This design comes from an exercise in tuning for small area, a short achievable clock period and few clock cycles on the open sky130 flow, not from production work. In this exercise RTL edits were held to simulation tests only and were not proved equivalent to the original. Power and IR drop assume default switching activity.

File: flow/run.sh
#!/bin/bash
# synth_recipe.tcl (not shown) runs the flow's synth.tcl, then flattens the netlist and writes it again
# the make line also repeats each setting of config.mk as NAME=value (left out here)
make -C /OpenROAD-flow-scripts/flow DESIGN_CONFIG=/design/flow/config.mk WORK_HOME=/design/flow/orfs CLKGATE_MAP_FILE= SYNTH_SCRIPT=/design/flow/synth_recipe.tcl finish
File: flow/config.mk
export PLATFORM = sky130hd
export DESIGN_NAME = multiCycleCpu
export DESIGN_NICKNAME = multiCycleCpu
export VERILOG_FILES = /design/flow/design.v
export SDC_FILE = /design/flow/constraint.sdc
export NUM_CORES = 4
export LEC_CHECK = 0
export CAP_MARGIN = 20
export CORE_MARGIN = 2
export CORE_UTILIZATION = 40
export SLEW_MARGIN = 20
File: flow/constraint.sdc
create_clock -name core_clock -period 8.0 [get_ports {clk}]
set_input_delay 1.6000 -clock core_clock [delete_from_list [all_inputs] [get_ports {clk}]]
set_output_delay 1.6000 -clock core_clock [all_outputs]
set_load 0.01 [all_outputs]
File: flow/design.v
  typedef enum logic [3:0] {
    resetState,
    fetch,
    decode,
    executeReg,
    executeImmSigned,
    executeImmZero,
    aluWriteBack,
    loadRead,
    loadWriteBack,
    storeRead,
    storeWrite,
    branchRead,
    branchDone,
    jumpDone
  } cpuState;
  typedef enum logic [1:0] {classJumpNop, classReg, classBranch, classImm} opClass;
  typedef enum logic [3:0] {
    aluAdd = 4'd2,
    aluSub = 4'd3,
    aluOr  = 4'd4,
    aluAnd = 4'd5,
    aluXor = 4'd6,
    aluSlt = 4'd7
  } aluOp;
  localparam logic [3:0] codeJump   = 4'd1;
  localparam logic [3:0] codeBranch = 4'd0;
  localparam logic [3:0] codeLoad   = 4'd11;
  localparam logic [3:0] codeStore  = 4'd12;
  typedef enum logic [1:0] {srcBReg, srcBOne, srcBSignImm, srcBZeroImm} aluSrcBSel;
  typedef enum logic [1:0] {pcFromAlu, pcFromAluOut, pcFromJump} pcSourceSel;
`timescale 1ns/100ps
module controlFsm (
  input  logic                          clk,
  input  logic                          reset,
  input  logic [6-1:0]  opcode,
  output logic                          pcWrite,
  output logic                          pcWriteCond,
  output logic                          irWrite,
  output logic                          regWrite,
  output logic                          dataWrite,
  output logic                          aluSrcA,
  output logic                          regReadSel,
  output logic                          memToReg,
  output logic [1:0]                            aluSrcB,
  output logic [1:0]                            pcSource,
  output logic [3:0]                            aluSel
);
  cpuState    state;
  cpuState    stateNext;
  logic       pcWriteNext;
  logic       pcWriteCondNext;
  logic       irWriteNext;
  logic       regWriteNext;
  logic       dataWriteNext;
  logic       aluSrcANext;
  logic       regReadSelNext;
  logic       memToRegNext;
  aluSrcBSel  aluSrcBNext;
  pcSourceSel pcSourceNext;
  logic [3:0] aluSelNext;
  always_comb begin
    stateNext       = state;
    pcWriteNext     = 1'b0;
    pcWriteCondNext = 1'b0;
    irWriteNext     = 1'b0;
    regWriteNext    = 1'b0;
    dataWriteNext   = 1'b0;
    aluSrcANext     = 1'b0;
    regReadSelNext  = 1'b0;
    memToRegNext    = 1'b0;
    aluSrcBNext     = srcBOne;
    pcSourceNext    = pcFromAlu;
    aluSelNext      = aluAdd;
    case (state)
      resetState: stateNext = fetch;
      fetch: begin
        stateNext = decode;
        aluSrcBNext = srcBSignImm;
      end
      decode: begin
        stateNext = fetch;
        case (opcode[5:4])
          classReg: begin
            case (opcode[3:0])
              aluAdd, aluSub, aluOr, aluAnd, aluXor, aluSlt: begin
                stateNext   = executeReg;
                aluSrcANext = 1'b1;
                aluSrcBNext = srcBReg;
                aluSelNext  = opcode[3:0];
              end
              default: stateNext = fetch;
            endcase
          end
          classImm: begin
            case (opcode[3:0])
              aluAdd, aluSub, aluSlt: begin
                stateNext   = executeImmSigned;
                aluSrcANext = 1'b1;
                aluSrcBNext = srcBSignImm;
                aluSelNext  = opcode[3:0];
              end
              aluOr, aluAnd, aluXor: begin
                stateNext   = executeImmZero;
                aluSrcANext = 1'b1;
                aluSrcBNext = srcBZeroImm;
                aluSelNext  = opcode[3:0];
              end
              codeLoad: stateNext = loadRead;
              codeStore: begin
                stateNext      = storeRead;
                regReadSelNext = 1'b1;
              end
              default: stateNext = fetch;
            endcase
          end
          classBranch: begin
            if (opcode[3:0] == codeBranch) begin
              stateNext      = branchRead;
              regReadSelNext = 1'b1;
              aluSrcBNext    = srcBSignImm;
            end
          end
          default: begin
            if (opcode[3:0] == codeJump) begin
              stateNext    = jumpDone;
              pcWriteNext  = 1'b1;
              pcSourceNext = pcFromJump;
            end
          end
        endcase
      end
      executeReg, executeImmSigned, executeImmZero: begin
        stateNext    = aluWriteBack;
        regWriteNext = 1'b1;
      end
      loadRead: begin
        stateNext    = loadWriteBack;
        regWriteNext = 1'b1;
        memToRegNext = 1'b1;
      end
      storeRead: begin
        stateNext     = storeWrite;
        dataWriteNext = 1'b1;
      end
      branchRead: begin
        stateNext       = branchDone;
        pcWriteCondNext = 1'b1;
        pcSourceNext    = pcFromAluOut;
        aluSelNext      = aluSub;
        aluSrcANext     = 1'b1;
        aluSrcBNext     = srcBReg;
      end
      default: stateNext = fetch;
    endcase
    if (stateNext == fetch) begin
      pcWriteNext = 1'b1;
      irWriteNext = 1'b1;
    end
  end
  always_ff @(posedge clk) begin
    if (reset) begin
      state       <= resetState;
      pcWrite     <= 1'b0;
      pcWriteCond <= 1'b0;
      irWrite     <= 1'b0;
      regWrite    <= 1'b0;
      dataWrite   <= 1'b0;
      aluSrcA     <= 1'b0;
      regReadSel  <= 1'b0;
      memToReg    <= 1'b0;
      aluSrcB     <= srcBOne;
      pcSource    <= pcFromAlu;
      aluSel      <= aluAdd;
    end else begin
      state       <= stateNext;
      pcWrite     <= pcWriteNext;
      pcWriteCond <= pcWriteCondNext;
      irWrite     <= irWriteNext;
      regWrite    <= regWriteNext;
      dataWrite   <= dataWriteNext;
      aluSrcA     <= aluSrcANext;
      regReadSel  <= regReadSelNext;
      memToReg    <= memToRegNext;
      aluSrcB     <= aluSrcBNext;
      pcSource    <= pcSourceNext;
      aluSel      <= aluSelNext;
    end
  end
endmodule
`timescale 1ns/100ps
module registerFile (
  input  logic                            clk,
  input  logic                            reset,
  input  logic [5-1:0]  readAddrA,
  input  logic [5-1:0]  readAddrB,
  input  logic [5-1:0]  writeAddr,
  input  logic [32-1:0]      writeData,
  input  logic                            writeEnable,
  output logic [32-1:0]      readDataA,
  output logic [32-1:0]      readDataB
);
  logic [32-1:0] regs [32];
  assign readDataA = regs[readAddrA];
  assign readDataB = regs[readAddrB];
  always_ff @(posedge clk) begin
    if (reset) begin
      for (int i = 0; i < 32; i++) begin
        regs[i] <= '0;
      end
    end else if (writeEnable) begin
      regs[writeAddr] <= writeData;
    end
  end
endmodule
`timescale 1ns/100ps
module alu (
  input  logic [32-1:0] srcA,
  input  logic [32-1:0] srcB,
  input  logic [3:0]                         op,
  output logic [32-1:0] result,
  output logic                       zero
);
  always_comb begin
    case (op)
      aluAdd: result = srcA + srcB;
      aluSub: result = srcA - srcB;
      aluOr:  result = srcA | srcB;
      aluAnd: result = srcA & srcB;
      aluXor: result = srcA ^ srcB;
      aluSlt: begin
        if ($signed(srcA) < $signed(srcB)) begin
          result = 32'(1);
        end else begin
          result = '0;
        end
      end
      default: result = '0;
    endcase
  end
  assign zero = (result == '0);
endmodule
`timescale 1ns/100ps
module datapath (
  input  logic                              clk,
  input  logic                              reset,
  input  logic                              pcWrite,
  input  logic                              pcWriteCond,
  input  logic                              irWrite,
  input  logic                              regWrite,
  input  logic                              aluSrcA,
  input  logic                              regReadSel,
  input  logic                              memToReg,
  input  logic [1:0]                                aluSrcB,
  input  logic [1:0]                                pcSource,
  input  logic [3:0]                                aluSel,
  input  logic [32-1:0]        instr,
  input  logic [32-1:0]        dataReadData,
  output logic [6-1:0]      opcode,
  output logic [32-1:0]        instrAddr,
  output logic [9-1:0]   dataAddr,
  output logic [32-1:0]        dataWriteData
);
  logic [32-1:0]     pc;
  logic [32-1:0]     ir;
  logic [32-1:0]     aReg;
  logic [32-1:0]     bReg;
  logic [32-1:0]     aluOut;
  logic [32-1:0]     mdr;
  logic [32-1:0]     pcNext;
  logic [16-1:0]      imm;
  logic [32-1:0]     signImm;
  logic [32-1:0]     zeroImm;
  logic [32-1:0]     jumpTarget;
  logic [5-1:0] readAddrB;
  logic [32-1:0]     readDataA;
  logic [32-1:0]     readDataB;
  logic [32-1:0]     writeData;
  logic [32-1:0]     aluA;
  logic [32-1:0]     aluB;
  logic [32-1:0]     aluResult;
  logic                           aluZero;
  logic                           pcEnable;
  assign opcode = ir[31:26];
  assign imm    = ir[16-1:0];
  assign signImm = {{(32-16){imm[16-1]}}, imm};
  assign zeroImm = {{(32-16){1'b0}}, imm};
  assign jumpTarget = pc + signImm;
  assign readAddrB = regReadSel ? ir[25:21] : ir[15:11];
  assign writeData = memToReg ? mdr : aluOut;
  registerFile registerFile_i (
    .clk         (clk),
    .reset       (reset),
    .readAddrA   (ir[20:16]),
    .readAddrB   (readAddrB),
    .writeAddr   (ir[25:21]),
    .writeData   (writeData),
    .writeEnable (regWrite),
    .readDataA   (readDataA),
    .readDataB   (readDataB)
  );
  assign aluA = aluSrcA ? aReg : pc;
  always_comb begin
    case (aluSrcB)
      srcBReg:     aluB = bReg;
      srcBOne:     aluB = 32'(1);
      srcBSignImm: aluB = signImm;
      default:     aluB = zeroImm;
    endcase
  end
  alu alu_i (
    .srcA   (aluA),
    .srcB   (aluB),
    .op     (aluSel),
    .result (aluResult),
    .zero   (aluZero)
  );
  always_comb begin
    case (pcSource)
      pcFromAluOut: pcNext = aluOut;
      pcFromJump:   pcNext = jumpTarget;
      default:      pcNext = aluResult;
    endcase
  end
  assign pcEnable = pcWrite | (pcWriteCond & aluZero);
  always_ff @(posedge clk) begin
    if (reset) begin
      pc <= '0;
      ir <= '0;
    end else begin
      if (pcEnable) begin
        pc <= pcNext;
      end
      if (irWrite) begin
        ir <= instr;
      end
    end
  end
  always_ff @(posedge clk) begin
    aReg   <= readDataA;
    bReg   <= readDataB;
    aluOut <= aluResult;
    mdr    <= dataReadData;
  end
  assign instrAddr     = pc;
  assign dataAddr      = imm[9-1:0];
  assign dataWriteData = bReg;
endmodule
`timescale 1ns/100ps
module multiCycleCpu (
  input  logic                              clk,
  input  logic                              reset,
  input  logic [32-1:0]        instr,
  input  logic [32-1:0]        dataReadData,
  output logic [32-1:0]        instrAddr,
  output logic [9-1:0]   dataAddr,
  output logic [32-1:0]        dataWriteData,
  output logic                              dataWrite
);
  logic                          pcWrite;
  logic                          pcWriteCond;
  logic                          irWrite;
  logic                          regWrite;
  logic                          aluSrcA;
  logic                          regReadSel;
  logic                          memToReg;
  aluSrcBSel                     aluSrcB;
  pcSourceSel                    pcSource;
  aluOp                          aluSel;
  logic [6-1:0]  opcode;
  controlFsm controlFsm_i (
    .clk         (clk),
    .reset       (reset),
    .opcode      (opcode),
    .pcWrite     (pcWrite),
    .pcWriteCond (pcWriteCond),
    .irWrite     (irWrite),
    .regWrite    (regWrite),
    .dataWrite   (dataWrite),
    .aluSrcA     (aluSrcA),
    .regReadSel  (regReadSel),
    .memToReg    (memToReg),
    .aluSrcB     (aluSrcB),
    .pcSource    (pcSource),
    .aluSel      (aluSel)
  );
  datapath datapath_i (
    .clk           (clk),
    .reset         (reset),
    .pcWrite       (pcWrite),
    .pcWriteCond   (pcWriteCond),
    .irWrite       (irWrite),
    .regWrite      (regWrite),
    .aluSrcA       (aluSrcA),
    .regReadSel    (regReadSel),
    .memToReg      (memToReg),
    .aluSrcB       (aluSrcB),
    .pcSource      (pcSource),
    .aluSel        (aluSel),
    .instr         (instr),
    .dataReadData  (dataReadData),
    .opcode        (opcode),
    .instrAddr     (instrAddr),
    .dataAddr      (dataAddr),
    .dataWriteData (dataWriteData)
  );
endmodule
==> flow_metrics.py <==
metrics = {
    "run_status": {
        "status": "timing/DRC/antenna clean",
    },
    "clock_network": {
        "clk_pin_slew_ns": 0.06,
        "insertion_delay_ns": 0.80,
        "htree_levels": 4,
        "cts_sinks": 1236,
        "cts_setup_buffers": 0,
        "ctsHoldBuffers": 0,
        "cts_buffers": 138,
        "cts_buffer_depth": 3,
        "cts_tree": "done",
        "clockRootBuffer": "clkbuf_16",
        "cts-resized-gates": 0,
    },
    "route": {
        "wl_um": 235000,
        "drtIter0Drc": 6535,
        "postRouteAntennaNets": 0,
        "via_per_inst": 6.37,
        "vias": 48626,
        "firstDrtPassIters": 6,
        "wl_per_cell_um": 30.8,
        "post-route-drc-count": 0,
    },
    "sta": {
        "fin_setup_tns_ns": 0,
        "setup_ws_ns": 1.55,
        "fin_skew_ns": 0.0365,
        "fmax_mhz": 155,
        "whs_ns": 0.504,
        "finalMaxSlewViolations": 0,
        "finalHoldViolCount": 0,
        "worst_pin_slew_ns": 1.13,
        "layout_min_cycle_time_ns": 6.45,
        "max_slew_margin": 0.243,
        "finalSetupViolCount": 0,
        "rsz0062_at_grt": "no",
        "period_share": 0.806,
    },
    "critical_path": {
        "rrSetupSlack_ns": 1.55,
        "crit_type": "flip-flop to flip-flop",
        "reg2reg_depth": 15,
        "cp_max_fo": 24,
        "cp-end-kind": "flip-flop",
        "worst_setup_path_start_kind": "flip-flop",
        "r2r_start": "controlFsm_i.aluSrcB[1]",
        "required_ns": 8.67,
        "critPathArrivalTime_ns": 7.12,
        "cp_num_buf_inv": 2,
        "r2r-end": "datapath_i.pc[7]",
        "cpMaxStageDelayCell": "a2111oi_0",
        "cpPeakStageDelay_ns": 0.82,
        "path_cells": "nor2_2 -> buf_4 -> a22o_1 -> ha_1 -> nor2b_1 -> a2111oi_0 -> nor3b_1 -> a2111oi_0 -> a311o_1 -> or4_1 -> or3_1 -> nor4_4 -> a41oi_4 -> buf_4 -> mux2_4",
        "cp_top_family": "simple AND/OR/NAND/NOR gates",
    },
    "synthesis": {
        "syn_area_um2": 66700,
        "synth_seq_cells": 1236,
        "synth_cell_types": 97,
        "async_flop_share": 0,
        "synth_top_area_frac": 0.461,
        "yosys-top-cells-area": "edfxtp_1 46%, mux4_2 19%, nor2_1 6.8%",
        "synth_fp_nets": 5592,
        "ys_seq_area_frac": 0.525,
        "synth-main-ff-cell": "edfxtp_1",
        "avgSynthCellArea_um2": 12.4,
        "yosysWarningCount": 4,
        "synth-edff-count": 1024,
        "synth_top_area_cell": "edfxtp_1",
        "netlist_instances": 5393,
    },
    "grt": {
        "grt_use_met1": 0.373,
        "grt_pass1_wl_um": 338000,
        "grt.overflow.total": 0,
        "track_usage": 0.274,
        "grt_antenna_before_repair": 11,
        "grt_use_met3": 0.0721,
        "first_global_vias": 47578,
        "use_met2": 0.428,
        "grt_max_degree": 102,
        "grt_busiest_layer": "met2",
    },
    "placed_design": {
        "place_ws_ns": 1.61,
        "placed_area_um2": 70800,
        "dp_cells": 7348,
        "port_buffers": 139,
        "place_hpwl_um": 145000,
        "gp_congestion": 0.926,
    },
    "cells_and_area": {
        "fin_area_um2": 76000,
        "final_cell_mix": "1200 x nor2_1, 1024 x edfxtp_1, 576 x mux4_2",
        "final_nets": 5525,
        "area_delta_synth_final_pct": 13.9,
        "final_common_cell": "nor2_1",
        "n_fill_cell": 14638,
        "instances_no_fill": 7628,
        "drive_above_1_share": 0.216,
    },
    "floorplan": {
        "core_area_um2": 165000,
        "die_area_um2": 170000,
        "start_util": 0.403,
        "num_rows": 149,
        "die_h_um": 412,
        "die-width_um": 412,
        "pin_count": 140,
    },
    "pwr": {
        "p_per_area_nw_per_um2": 227,
        "p_int_w": 0.0123,
        "leakagePower_nw": 26.0,
        "seqPwrFrac": 0.443,
        "switching_share": 0.285,
        "clock_power_share": 0.373,
        "switchingPower_w": 0.00493,
        "ir_drop_uv": 243,
        "combPwrFrac": 0.184,
    },
    "worst_hold_path": {
        "min_from": "datapath_i.ir[20]",
        "hp-class": "flip-flop to flip-flop",
        "worstHoldEndpoint": "datapath_i.ir[20]",
        "hold_depth": 2,
    },
    "run": {
        "drv_cap": 0,
    },
}
[registers in the layout (all words and copies together), names as in the netlist, 4 cells and up]
register                        count
datapath_i.mdr                     32
datapath_i.registerFile_i.regs   1024
controlFsm_i.aluSel                 4
controlFsm_i.state                  4
datapath_i.bReg                    32
datapath_i.ir                      32
datapath_i.aReg                    32
datapath_i.aluOut                  32
datapath_i.pc                      32
[cells in the mapped netlist (13+ instances only)]
cell type and instances:
a31oi_1 19, a211oi_1 17, nand4_1 20, and3_1 16, nor4_1 16, a21o_1 22, nor3_1 46, nor2_1 1202
xnor2_1 18, or3_1 16, nand2b_1 68, inv_1 116, nand2_1 424, nor2b_1 44, mux2_2 65, nand3_1 180
a21oi_1 127, buf_1 68, a221oi_1 37, o211ai_1 19, mux2_4 17, a22o_1 17, mux4_2 576, o21ai_0 121
ha_1 130, mux2i_1 89, edfxtp_1 1024, dfxtp_1 212, clkbuf_1 415, a211o_1 13
[kinds of logic after synthesis]
logic type	share of synthesized area
AOI/OAI and AO/OA	0.0568
xor gates and xnor gates	0.00368
adders and majority gates	0.0253
buffers and inverters	0.0358
DFF	0.525
muxes	0.223
other	0.0000562
and+or+nand+nor	0.131
[worst max-delay path by stage]
stage / start / end / slack (ns) / depth (start not counted)
after floorplan: controlFsm_i.aluSrcA / datapath_i.pc[10] / 2.98 / 18
after global placement: controlFsm_i.aluSrcB[1] / datapath_i.pc[3] / 1.63 / 17
after detailed placement: controlFsm_i.aluSrcB[1] / datapath_i.pc[14] / 1.61 / 17
after CTS: controlFsm_i.aluSrcB[1] / datapath_i.pc[7] / 1.60 / 17
after global routing: controlFsm_i.aluSrcB[1] / datapath_i.pc[6] / 1.13 / 17
final: controlFsm_i.aluSrcB[1] / datapath_i.pc[7] / 1.55 / 15
[area by class of cell]
type                            instances  area (µm²)  share of cell area
Sequential cell                      1236       35000               0.461
Multi-Input combinational cell       3537       30000               0.395
Clock buffer                          175        3800              0.0500
Timing Repair Buffer                  296        3250              0.0428
Tap cell                             2189        2740              0.0360
Clock inverter                         73         717             0.00943
Inverter                              117         439             0.00578
Antenna cell                            5        12.5            0.000165
[power by group through the flow]
stage / Clock [W] / Sequential, W / Combinational, W
after detailed placement: 0 / 0.00777 / 0.00301
after global placement: 0 / 0.00776 / 0.00298
after CTS: 0.00649 / 0.00764 / 0.00302
after global routing: 0.00675 / 0.00768 / 0.00334
final: 0.00645 / 0.00765 / 0.00318
after floorplan: 0 / 0.00755 / 0.00196
[metrics by stage]
step	utilization	total power (W)
global route	0.460	0.0178
finish	0.460	0.0173
detailed placement	0.428	0.0108
global placement	0.427	0.0107
CTS	0.455	0.0172
floorplan	-	0.00951
[per-layer routing]
metal  up-vias  share of wire
li1      19983              -
met1     24886           0.38
met2      3247           0.46
met3       500           0.13
met4        10          0.034
met5         -         0.0012
[tightest hold or removal path, delay by kind of cell, from the launching register on]
family | cells | cell delay (ns)
simple gates | 1 | 0.07
mux | 1 | 0.06
flops | 1 | 0.33
Testbench counts, summed over its fixed seeds: cycles 48,146.

afterwards: timing with drivers on the ports:
The results above use ideal ports. As a check the final layout listed here was re-extracted and re-timed, cells and wires unchanged. Step 1, drivers: a clkbuf_16 drives clk and a buf_2 each remaining input, both assumed. Step 2 also shifts input and output timing later by t, the mid clock arrival at the registers, as if the neighbouring blocks saw the same clock. Three values: ideal ports, drivers, drivers and shift; two values: the first two.
t, ns: 0.862
setup WS [ns]: 1.552 / 1.552 / 1.552
worst setup path after step 2: register to register
pins driven straight from the clock port: 1
After both steps setup and hold are still met in this run. The setup slack of this run moves by 0.000 ns with the drivers and by 0.000 ns with both steps.
